Source: an optimization exercise on an open RTL-to-GDS flow (aim: small area and a short achievable clock period). Production flows keep margins and buffers that such runs may drop.
In this exercise RTL edits were held to simulation tests only and were not proved equivalent to the original.
Power figures rest on the tool's default switching activity, not on a simulated workload.

==> flow/design.v (excerpt) <==
module hot_tracker_top #(
  parameter int NUM_ENTRY   = hot_tracker_pkg::DEF_NUM_ENTRY,
  parameter int MIG_CREDITS = hot_tracker_pkg::DEF_MIG_CREDITS
) (
  input  logic                   clk_400mhz,
  input  logic                   rstn,
  input  hot_tracker_pkg::addr_t araddr,
  input  logic                   arvalid,
  input  logic                   arready,
  input  hot_tracker_pkg::addr_t csr_addr_lb,
  input  hot_tracker_pkg::addr_t csr_addr_ub,
  input  logic                   query_en,
  input  hot_tracker_pkg::cmd_t  query_cmd,
  input  logic                   mig_credit,
  output logic                   mem_chan_rd_en,
  output logic                   query_ready,
  output logic                   mig_addr_en,
  output hot_tracker_pkg::addr_t mig_addr
);
For scale: about 2300 cells after synthesis, ~150 I/O pins, ~31000 um^2 of cells after synthesis.
clock: 24.0 ns
lec_check: 0
cap_margin: 0
core_margin: 2
core_utilization: 70
cts_buf_list: sky130_fd_sc_hd__clkbuf_16
cts_cluster_diameter: 120
cts_cluster_size: 24
slew_margin: 0
synth_hierarchical: 1
synth_minimum_keep_size: 0
standard.sh (not shown) runs the stock make flow with config.mk's settings and CLKGATE_MAP_FILE= SYNTH_SCRIPT=/design/flow/synth_recipe.tcl, a recipe that flattens the netlist after the stock synthesis.
==> flow/flow/run.sh <==
#!/bin/bash
# Own layout flow: the standard ORFS flow (standard.sh, unchanged synthesis),
# with two changes to how the layout is optimised:
#  - port buffers use a regular buffer cell instead of the resizer's default pick
#  - timing repair aims for extra setup margin (the SDC and clock are unchanged)
# Each tool's full output stays in orfs/logs/...; make's own output goes to flow_make.log.
set -euo pipefail
export BUFFER_PORTS_ARGS="-buffer_cell sky130_fd_sc_hd__buf_1"
export SETUP_SLACK_MARGIN="${OWN_SETUP_MARGIN:-13}"
export TNS_END_PERCENT="${OWN_TNS_END:-10}"
bash standard.sh > flow_make.log 2>&1
The baseline finished clean.
Rerun with:
Settings changed: CAP_MARGIN 0 to 20, CORE_UTILIZATION 70 to 60, SLEW_MARGIN 0 to 20.
Die area went up by about a fifth.
Cell area went up slightly.
Area after synthesis is unchanged.

========
== oak ==
Another version of the RTL of hot_tracker_top (not shown whole).
For scale: ~2400 cells after synthesis, ~650 flip-flops, roughly 150 I/O pins, ~32000 um2 of cells after synthesis.
export LEC_CHECK = 0
export CAP_MARGIN = 20
export CORE_MARGIN = 2
export CORE_UTILIZATION = 60
export CTS_BUF_LIST = sky130_fd_sc_hd__clkbuf_16
export CTS_CLUSTER_DIAMETER = 120
export CTS_CLUSTER_SIZE = 24
export PLACE_DENSITY = 0.72
export SLEW_MARGIN = 20
export SYNTH_HIERARCHICAL = 1
export SYNTH_MINIMUM_KEEP_SIZE = 0
create_clock -name core_clock -period 24.0 [get_ports {clk_400mhz}]
Scripts as last shown in full above: flow/flow/run.sh
diff inputs: oak => pine
- clearing PLACE_DENSITY, which used to be 0.72
diff --git a/flow/flow/run.sh b/flow/flow/run.sh
--- a/flow/flow/run.sh
+++ b/flow/flow/run.sh
@@ -7,5 +7,5 @@
 set -euo pipefail
 export BUFFER_PORTS_ARGS="-buffer_cell sky130_fd_sc_hd__buf_1"
-export SETUP_SLACK_MARGIN="${OWN_SETUP_MARGIN:-13}"
-export TNS_END_PERCENT="${OWN_TNS_END:-10}"
+export SETUP_SLACK_MARGIN="${OWN_SETUP_MARGIN:-12.7}"
+export TNS_END_PERCENT="${OWN_TNS_END:-5}"
 bash standard.sh > flow_make.log 2>&1
Findings:
Taking oak as the reference point, the wire length per cell after detailed routing of pine falls by about 1.3%. Max sequential share of layout area across oak and pine: pine. Worst setup timing slack at the placement stage (lower): pine. In pine the number of diodes added for antenna fixing turned out 2 higher than in oak. Taking oak as the reference point, the worst-case headroom to the max-slew limit of pine rises by 0.50 points. Diff pine..oak | share of final layout cell area taken by clock buffers and inverters | negligible. NOTE final non-filler cell total oak->pine increased slightly. Post-cts hold buffer count: oak vs pine, no meaningful difference. Summary: with oak as the reference, count of plain and timing-repair buffers in pine moved up by more than 10%. Fmax: pine lower than oak. [diff] total power, pine relative to oak: regression.

========
== branch zinc ==
Starting RTL as in the previous note.
clock: 24.0 ns
lec_check: 0
cap_margin: 20
core_margin: 2
core_utilization: 60
cts_buf_list: sky130_fd_sc_hd__clkbuf_16
cts_cluster_diameter: 120
cts_cluster_size: 24
slew_margin: 20
synth_hierarchical: 1
synth_minimum_keep_size: 0
==> flow/flow/run.sh <==
#!/bin/bash
# Own layout flow: the standard ORFS flow (standard.sh, unchanged synthesis),
# with two changes to how the layout is optimised:
#  - port buffers use a regular buffer cell instead of the resizer's default pick
#  - timing repair aims for extra setup margin (the SDC and clock are unchanged)
# Each tool's full output stays in orfs/logs/...; make's own output goes to flow_make.log.
set -euo pipefail
export BUFFER_PORTS_ARGS="-buffer_cell sky130_fd_sc_hd__buf_1"
export SETUP_SLACK_MARGIN="${OWN_SETUP_MARGIN:-13}"
export TNS_END_PERCENT="${OWN_TNS_END:-10}"
bash standard.sh > flow_make.log 2>&1
branch zinc went all the way through the flow, and no timing, DRC or antenna check failed.
What branch pepper does differently from branch zinc at the input level:
# branch zinc
export LEC_CHECK = 0
export CAP_MARGIN = 20
export CORE_MARGIN = 2
export CORE_UTILIZATION = 60
export CTS_BUF_LIST = sky130_fd_sc_hd__clkbuf_16
export CTS_CLUSTER_DIAMETER = 120
export CTS_CLUSTER_SIZE = 24
export SLEW_MARGIN = 20
export SYNTH_HIERARCHICAL = 1
export SYNTH_MINIMUM_KEEP_SIZE = 0
create_clock -name core_clock -period 24.0 [get_ports {clk_400mhz}]
# branch pepper
export LEC_CHECK = 0
export CAP_MARGIN = 20
export CORE_MARGIN = 2
export CORE_UTILIZATION = 60
export CTS_BUF_LIST = sky130_fd_sc_hd__clkbuf_8
export CTS_CLUSTER_DIAMETER = 80
export CTS_CLUSTER_SIZE = 14
export SLEW_MARGIN = 20
export SYNTH_HIERARCHICAL = 1
export SYNTH_MINIMUM_KEEP_SIZE = 0
create_clock -name core_clock -period 24.0 [get_ports {clk_400mhz}]
### Flow results
As far as initial standard-cell utilization of the core goes, branch pepper and branch zinc are indistinguishable; the numbers are identical. Number of clock buffers in the layout is lower on branch zinc. The hold slack of branch pepper and that of branch zinc are within noise of each other. Re layout net count: branch zinc was lower than branch pepper.

-- static timing again, ports no longer ideal --
The results above use ideal ports. As a check the final layouts listed here were re-extracted and re-timed, cells and wires unchanged. Step 1 assumes that a clkbuf_16 drives the clock port and a buf_2 every other input. Step 2 adds t to the input delays and takes it off the output delays; t is the mean of the earliest and latest rising clock arrival at the registers after step 1. Input paths then give back, and output paths get back, about the clock's delay inside the block. Slacks: ideal / step 1 / step 2; pairs: ideal / step 1.
| run | t, ns | slack for setup (ns) | worst setup path after step 2 | clock arrival spread, ns | worst slew at a driven data input, ns |
|---|---|---|---|---|---|
| the first run of note 1 | 0.688 | 12.298 / 12.270 / 12.270 | input to output | 0.032 / 0.032 | 0.10 |
| the second run of note 1 | 0.680 | 12.460 / 12.372 / 12.372 | input to output | 0.030 / 0.030 | 0.13 |
| oak | 0.685 | 12.927 / 12.691 / 12.691 | input to output | 0.034 / 0.034 | 0.23 |
| pine | 0.684 | 12.722 / 12.701 / 12.701 | input to output | 0.040 / 0.040 | 0.08 |
| branch zinc | 0.682 | 12.812 / 12.681 / 12.681 | input to output | 0.037 / 0.037 | 0.22 |
| branch pepper | 0.755 | 12.901 / 12.724 / 12.724 | input to output | 0.047 / 0.048 | 0.23 |
After both steps every run listed still meets setup and hold. For oak, which loses most, drivers alone change the setup slack by -0.236 ns; drivers and shift together by -0.236 ns.
